From an optimization exercise on the open Yosys and OpenROAD flow, aimed at a short achievable clock period and few clock cycles per item; shortcuts taken in it are not production practice.
RTL that was checked went through simulation tests only; none was proved equivalent to the original.
The flow treats the clock pin as an ideal source, which a real chip does not have.
No activity file was given, so power comes from the tool's default toggle rates.

## ppm_image_stream_decoder_unit
module ppm_image_stream_decoder_unit
#(
  parameter int MAX_DIM = 65535
) (
  input  wire logic        clk,
  input  wire logic        rst,
  input  wire logic        byte_valid,
  output logic             byte_stall,
  input  wire logic [9:0]  byte_data,
  output logic             result_valid,
  input  wire logic        result_stall,
  output logic [101:0]     result_data
);
  localparam logic [16:0] MAX_DIM_V = 17'(MAX_DIM);
  logic hold;
  assign byte_stall = hold;
  logic       in_v, in_sof, in_eof, force_sof;
  logic [7:0] in_b;
  always_ff @(posedge clk) begin
    if (rst) begin
      in_v <= 1'b0;
      force_sof <= 1'b1;
    end else if (!hold) begin
      in_v <= byte_valid;
      if (byte_valid) force_sof <= 1'b0;
    end
    if (!hold) begin
      in_b   <= byte_data[9:2];
      in_sof <= byte_data[1] | force_sof;
      in_eof <= byte_data[0];
    end
  end
  logic       c_v, c_sof, c_eof;
  logic [7:0] c_b;
  logic       c_ws, c_hash, c_lf, c_cr, c_dig, c_sign, c_minus, c_p, c_3, c_6;
  logic [3:0] c_dv;
  always_ff @(posedge clk) begin
    if (rst) c_v <= 1'b0;
    else if (!hold) c_v <= in_v;
    if (!hold) begin
      c_sof   <= in_sof;
      c_eof   <= in_eof;
      c_b     <= in_b;
      c_ws    <= (in_b == 8'h20) || (in_b >= 8'h09 && in_b <= 8'h0D);
      c_hash  <= (in_b == 8'h23);
      c_lf    <= (in_b == 8'h0A);
      c_cr    <= (in_b == 8'h0D);
      c_dig   <= (in_b >= 8'h30 && in_b <= 8'h39);
      c_sign  <= (in_b == 8'h2B) || (in_b == 8'h2D);
      c_minus <= (in_b == 8'h2D);
      c_p     <= (in_b == 8'h50);
      c_3     <= (in_b == 8'h33);
      c_6     <= (in_b == 8'h36);
      c_dv    <= in_b[3:0];
    end
  end
  logic [2:0]  t_ph;
  logic        t_txt;           
  logic        t_bin, t_cmt, t_st, t_ng, t_inv, t_dg, t_ovf, t_crs;
  logic [19:0] t_bcd;
  logic [1:0]  t_ml;
  logic        t_mp, t_m3, t_m6;
  ...
Size in the first run: roughly 1200 flip-flops, roughly 120 I/O pins, roughly 51000 µm² of cells after synthesis.
clock: 8.0 ns
lec_check: 0
abc_clock_period_in_ps: 2500
cap_margin: 20
core_margin: 2
core_utilization: 40
slew_margin: 20
standard.sh (not shown) runs the stock make flow with config.mk's settings and CLKGATE_MAP_FILE= SYNTH_SCRIPT=/design/flow/synth_recipe.tcl, a recipe that flattens the netlist after the stock synthesis.
==> flow/flow/run.sh <==
#!/bin/bash
# Standard layout, with the resizer's setup repair aiming below the clock
# period (a larger slack margin); everything else as the standard flow's own flow.
set -euo pipefail
bash standard.sh SETUP_SLACK_MARGIN=6 finish > standard_flow.log 2>&1
The first run produced a clean layout.
Rerun with:
==> flow/run.sh (new file) <==
#!/bin/bash
# synth_recipe.tcl (not shown) runs the flow's synth.tcl, then flattens the netlist and writes it again
# the make line also repeats each setting of config.mk as NAME=value (left out here)
make -C /OpenROAD-flow-scripts/flow DESIGN_CONFIG=/design/flow/config.mk WORK_HOME=/design/flow/orfs CLKGATE_MAP_FILE= SYNTH_SCRIPT=/design/flow/synth_recipe.tcl finish
- SETUP_SLACK_MARGIN: default -> 5
removed: flow/flow/run.sh
removed: flow/standard.sh
Routed wire length falls by 20%.
Sequential power stays flat.
Sequential share of layout area rises by 6.9 points.
No run of this note included a check of the RTL's function; only the layout flow was run.

========
Another version of the RTL of ppm_image_stream_decoder_unit (not shown whole).
Size: roughly 4000 cells after synthesis, about 1700 flip-flops, ~120 I/O pins.
==> flow/config.mk <==
export PLATFORM = sky130hd
export DESIGN_NAME = ppm_image_stream_decoder_unit
export DESIGN_NICKNAME = ppm_image_stream_decoder_unit
export VERILOG_FILES = /design/flow/design.v
export SDC_FILE = /design/flow/constraint.sdc
export NUM_CORES = 4
export LEC_CHECK = 0
export ABC_CLOCK_PERIOD_IN_PS = 2500
export CAP_MARGIN = 20
export CORE_MARGIN = 2
export CORE_UTILIZATION = 40
export SETUP_SLACK_MARGIN = 5
export SLEW_MARGIN = 20
==> flow/constraint.sdc <==
create_clock -name core_clock -period 8.0 [get_ports {clk}]
set_input_delay 1.6000 -clock core_clock [delete_from_list [all_inputs] [get_ports {clk}]]
set_output_delay 1.6000 -clock core_clock [all_outputs]
set_load 0.01 [all_outputs]
run.sh (not shown) runs the stock make flow with config.mk's settings and CLKGATE_MAP_FILE= SYNTH_SCRIPT=/design/flow/synth_recipe.tcl, a recipe that flattens the netlist after the stock synthesis.
Stock flow here: none of the scripts above is used.
The starting point finished clean.
Testbench counts at the start, summed over its fixed seeds: cycles 61,437, items 61,285.
Change:
ABC_CLOCK_PERIOD_IN_PS = default   (was 2500)
SETUP_SLACK_MARGIN = default   (was 5)
After rerunning: Routed wire length shrinks by 1.5%. Worst setup slack loses 0.57 ns. Clock-buffer cell count is unchanged. Register-to-register slack gets worse by 0.57 ns. Die area is unchanged. Synthesized area is unchanged. Fmax went down by 13%. Final area is about the same.

========
Another version of the RTL of ppm_image_stream_decoder_unit (not shown whole).
Size in the first run: ~4300 cells after synthesis, about 1300 flip-flops, ~120 I/O pins, roughly 0.053 mm2 of cells after synthesis.
## ppm_image_stream_decoder_unit
module ppm_image_stream_decoder_unit
#(
  parameter int MAX_DIM = 65535
) (
  input  wire logic        clk,
  input  wire logic        rst,
  input  wire logic        byte_valid,
  output logic             byte_stall,
  input  wire logic [9:0]  byte_data,
  output logic             result_valid,
  input  wire logic        result_stall,
  output logic [101:0]     result_data
);
==> flow/config.mk <==
export PLATFORM = sky130hd
export DESIGN_NAME = ppm_image_stream_decoder_unit
export DESIGN_NICKNAME = ppm_image_stream_decoder_unit
export VERILOG_FILES = /design/flow/design.v
export SDC_FILE = /design/flow/constraint.sdc
export NUM_CORES = 4
export LEC_CHECK = 0
export ABC_CLOCK_PERIOD_IN_PS = 2500
export CAP_MARGIN = 20
export CORE_MARGIN = 2
export CORE_UTILIZATION = 40
export CTS_CLUSTER_DIAMETER = 120
export CTS_CLUSTER_SIZE = 25
export SLEW_MARGIN = 20
==> flow/constraint.sdc <==
create_clock -name core_clock -period 8.0 [get_ports {clk}]
set_input_delay 1.6000 -clock core_clock [delete_from_list [all_inputs] [get_ports {clk}]]
set_output_delay 1.6000 -clock core_clock [all_outputs]
set_load 0.01 [all_outputs]
standard.sh (not shown) runs the stock make flow with config.mk's settings and CLKGATE_MAP_FILE= SYNTH_SCRIPT=/design/flow/synth_recipe.tcl, a recipe that flattens the netlist after the stock synthesis.
==> flow/flow/run.sh <==
#!/bin/bash
# Standard layout, with three additions:
#  - after placement, output buffers and the flip-flops driving them are
#    moved next to their pins (pullout.tcl);
#  - after CTS, the top of the clock tree is flattened (retree.tcl);
#  - the resizer's setup repair aims below the clock period (a larger
#    slack margin).
# Each tool's output goes to its own log in this folder.
set -euo pipefail
export RES=orfs/results/$FLOW_PLATFORM/ppm_image_stream_decoder_unit/base
bash standard.sh SETUP_SLACK_MARGIN=6 place > standard_place.log 2>&1
openroad -no_init -exit flow/pullout.tcl > pullout.log 2>&1
bash standard.sh SETUP_SLACK_MARGIN=6 cts > standard_cts.log 2>&1
openroad -no_init -exit flow/retree.tcl > retree.log 2>&1
bash standard.sh SETUP_SLACK_MARGIN=6 finish > standard_finish.log 2>&1
Other scripts of this flow, unchanged in this note and not shown: flow/flow/pullout.tcl, flow/flow/pullout_proc.tcl, flow/flow/retree.tcl, flow/flow/retree_proc.tcl
The starting point passed the timing, design-rule and antenna checks.
Testbench counts at the start, summed over its fixed seeds: cycles 61,437, items 61,285.
==> next run, changes <==
CTS_CLUSTER_DIAMETER = 150   (was 120)
CTS_CLUSTER_SIZE = 20   (was 25)
The changed run finished with timing, DRC and antenna clean; wire length goes down by 2.1%; via count went down by 1.1%; non-clock buffer count drops by 26; first-iteration DRC count drops by 9.9%; cell count is about the same; area after synthesis stays the same; global-route usage falls by 0.37 points; die area does not change; flip-flop and latch count stays the same.

========
Setup of the baseline:
ppm_image_stream_decoder_unit, a different RTL version from the one above (not shown whole).
Size in the first run: roughly 4300 cells after synthesis, roughly 1300 flip-flops, about 120 I/O pins, roughly 0.054 mm2 of cells after synthesis.
==> flow/config.mk <==
export PLATFORM = sky130hd
export DESIGN_NAME = ppm_image_stream_decoder_unit
export DESIGN_NICKNAME = ppm_image_stream_decoder_unit
export VERILOG_FILES = /design/flow/design.v
export SDC_FILE = /design/flow/constraint.sdc
export NUM_CORES = 4
export LEC_CHECK = 0
export ABC_CLOCK_PERIOD_IN_PS = 2500
export CAP_MARGIN = 20
export CORE_MARGIN = 2
export CORE_UTILIZATION = 40
export CTS_CLUSTER_DIAMETER = 120
export CTS_CLUSTER_SIZE = 25
export SLEW_MARGIN = 20
==> flow/constraint.sdc <==
create_clock -name core_clock -period 8.0 [get_ports {clk}]
set_input_delay 1.6000 -clock core_clock [delete_from_list [all_inputs] [get_ports {clk}]]
set_output_delay 1.6000 -clock core_clock [all_outputs]
set_load 0.01 [all_outputs]
==> flow/flow/run.sh <==
#!/bin/bash
# Standard layout up to CTS; then the top of the clock tree is flattened
# (retree.tcl); then the standard layout runs on to the end. The resizer's
# setup repair aims below the clock period (a larger slack margin).
set -euo pipefail
bash standard.sh SETUP_SLACK_MARGIN=6 cts > standard_cts.log 2>&1
export RES=orfs/results/$FLOW_PLATFORM/ppm_image_stream_decoder_unit/base
openroad -no_init -exit flow/retree.tcl > retree.log 2>&1
bash standard.sh SETUP_SLACK_MARGIN=6 finish > standard_finish.log 2>&1
Other scripts of this flow, unchanged in this note and not shown: flow/flow/retree.tcl, flow/flow/retree_proc.tcl
The baseline finished all stages; the layout is clean.
Testbench counts of the baseline, summed over its fixed seeds: cycles 61,437, items 61,285.
Inputs modified between the baseline and the candidate:
- CTS_CLUSTER_DIAMETER: 120 -> 150
- CTS_CLUSTER_SIZE: 25 -> 20
--- outcome ---
- The candidate vs the baseline on number of global-route vias before repair: the candidate is the higher one.
- Side by side, path depth of the worst reg2reg path turned out higher in the candidate than in the baseline.
- The run showing the greater final cell count is the candidate.
- Multi-input gate count of the baseline is on par with the candidate.
- In the metrics for the candidate and the baseline, the one carrying the lower non-clock buffer count is the baseline.
- Diff the candidate..the baseline | die boundary width | unchanged
- Sort the candidate and the baseline by power desc -> top: the candidate
- The candidate vs. the baseline: maximum frequency saw a decrease; count of nets after finishing has increased; count of filler cells inserted in the layout fell about 1.3%; setup slack shows a reduction of 36 ps.

========
Setup of v6:
Another version of the RTL of ppm_image_stream_decoder_unit (not shown whole).
Size in the first run: about 1200 flip-flops, about 54000 µm² of cells after synthesis.
export LEC_CHECK = 0
export ABC_CLOCK_PERIOD_IN_PS = 2500
export CAP_MARGIN = 20
export CORE_MARGIN = 2
export CORE_UTILIZATION = 55
export CTS_CLUSTER_DIAMETER = 150
export CTS_CLUSTER_SIZE = 20
export SLEW_MARGIN = 20
create_clock -name core_clock -period 8.0 [get_ports {clk}]
==> flow/flow/run.sh <==
#!/bin/bash
# Standard layout, with the resizer's setup repair aiming below the clock
# period (a larger slack margin); everything else as the standard flow's own flow.
set -euo pipefail
bash standard.sh SETUP_SLACK_MARGIN=6 finish > standard_flow.log 2>&1
v6 went all the way through synthesis, placement and routing and the layout is clean on timing, DRC and antenna.
Testbench counts of v6, summed over its fixed seeds: cycles 61,437, items 61,285.
Here is what was changed in the inputs of v7 compared with v6.
- CORE_UTILIZATION now 40, was 55
Findings:
- Compared to v6, v7 has sequential share of layout area 2.1 points higher.
- v7 does worse than v6 on placeable core area.
- v6 has a higher proportion of layout cells with a drive suffix above 1 than v7.
- Comparing number of search-and-repair iterations in the first detailed-routing pass for v7 and v6, the smaller number came from v7.
- Worst hold slack across v7 and v6: no real change.
- Cmp v7 and v6 / switching share of power / higher: v6
- Fmax: v7 below v6
- Combinational power: v7 and v6 compared, higher one is v6
- Core utilization: v7 lower than v6
- Between v7 and v6, number of vias in the routed layout is higher for v6, v7 comes in under that.

========
== amber ==
Another version of the RTL of ppm_image_stream_decoder_unit (not shown whole).
Size: ~4300 cells after synthesis, ~1300 flip-flops, roughly 120 I/O pins.
clock: 8.0 ns
lec_check: 0
abc_clock_period_in_ps: 2500
cap_margin: 20
core_margin: 2
core_utilization: 40
cts_cluster_diameter: 120
cts_cluster_size: 25
slew_margin: 20
==> flow/flow/run.sh <==
#!/bin/bash
# Standard layout, with three additions:
#  - after placement, output buffers and the flip-flops driving them are
#    moved next to their pins (pullout.tcl);
#  - after CTS, the top of the clock tree is flattened (retree.tcl);
#  - the resizer's setup repair aims below the clock period (a larger
#    slack margin).
# Each tool's output goes to its own log in this folder.
set -euo pipefail
export RES=orfs/results/$FLOW_PLATFORM/ppm_image_stream_decoder_unit/base
bash standard.sh SETUP_SLACK_MARGIN=6 place > standard_place.log 2>&1
openroad -no_init -exit flow/pullout.tcl > pullout.log 2>&1
bash standard.sh SETUP_SLACK_MARGIN=6 cts > standard_cts.log 2>&1
openroad -no_init -exit flow/retree.tcl > retree.log 2>&1
bash standard.sh SETUP_SLACK_MARGIN=6 finish > standard_finish.log 2>&1
Other scripts of this flow, unchanged in this note and not shown: flow/flow/pullout.tcl, flow/flow/pullout_proc.tcl, flow/flow/retree.tcl, flow/flow/retree_proc.tcl
Testbench counts of amber, summed over its fixed seeds: cycles 61,437, items 61,285.
Modified inputs, lagoon compared to amber
diff --git a/flow/config.mk b/flow/config.mk
--- a/flow/config.mk
+++ b/flow/config.mk
@@ -11,4 +11,4 @@
 export CORE_UTILIZATION = 40
-export CTS_CLUSTER_DIAMETER = 120
-export CTS_CLUSTER_SIZE = 25
+export CTS_CLUSTER_DIAMETER = 150
+export CTS_CLUSTER_SIZE = 20
 export SLEW_MARGIN = 20
## What came out
lagoon was carried through to the last stage, and its layout satisfied the timing, design-rule and antenna checks. Sequential portion of the cell area: lagoon vs amber — no meaningful difference. Total area of multi-input combinational cells in lagoon is 1.3% lower than in amber. Looking at wire length of the first global-routing pass, lagoon sits below amber. Shortest clock period the worst path allows after layout (lower): lagoon. lagoon vs. amber: share of the clock period used by the worst path after layout went down by 0.26 points.

[separate check: timing with driven ports]
In the flow no input, the clock included, has a driving cell. The finished layouts below were timed again as built, in two steps. Step 1 (the two cells are an assumption about what drives the block):
set clk [get_ports {clk}]
set_driving_cell -lib_cell sky130_fd_sc_hd__clkbuf_16 $clk
set_driving_cell -lib_cell sky130_fd_sc_hd__buf_2 [delete_from_list [all_inputs] $clk]
Step 2 times the ports against the registers' clock, not the clock port: input delays grow and output delays shrink by t, the midpoint of the rising clock arrivals with the driver on. Three values: ideal ports, drivers, drivers and shift; two values: the first two.
run	shift t [ns]	slack for setup (ns)	hold slack, ns	clock arrival spread, ns
the first run of note 1	0.800	5.076 / 5.011 / 5.274	0.397 / 0.397 / 0.397	0.033 / 0.034
the second run of note 1	0.793	5.067 / 5.003 / 5.149	0.394 / 0.394 / 0.394	0.032 / 0.032
the first run of note 2	0.833	4.151 / 4.151 / 4.151	0.381 / 0.381 / 0.381	0.041 / 0.041
the second run of note 2	0.834	3.584 / 3.584 / 3.584	0.383 / 0.383 / 0.383	0.041 / 0.042
the first run of note 3	0.638	5.396 / 5.237 / 5.081	0.388 / 0.388 / 0.388	0.078 / 0.078
the second run of note 3	0.663	5.418 / 5.262 / 5.083	0.403 / 0.403 / 0.403	0.048 / 0.047
the baseline	0.629	5.312 / 5.158 / 5.233	0.393 / 0.393 / 0.393	0.056 / 0.055
the candidate	0.674	5.276 / 5.123 / 5.271	0.368 / 0.368 / 0.368	0.063 / 0.062
v6	0.730	5.230 / 5.158 / 5.140	0.407 / 0.407 / 0.407	0.033 / 0.033
v7	0.736	5.212 / 5.143 / 5.237	0.405 / 0.405 / 0.405	0.047 / 0.047
amber	0.629	5.234 / 5.234 / 5.078	0.391 / 0.391 / 0.391	0.062 / 0.061
lagoon	0.663	5.255 / 5.255 / 5.148	0.410 / 0.409 / 0.409	0.048 / 0.048
After both steps setup and hold are still met in every run listed. The setup slack of the second run of note 3, which loses most, moves by -0.156 ns with the drivers and by -0.335 ns with both steps.
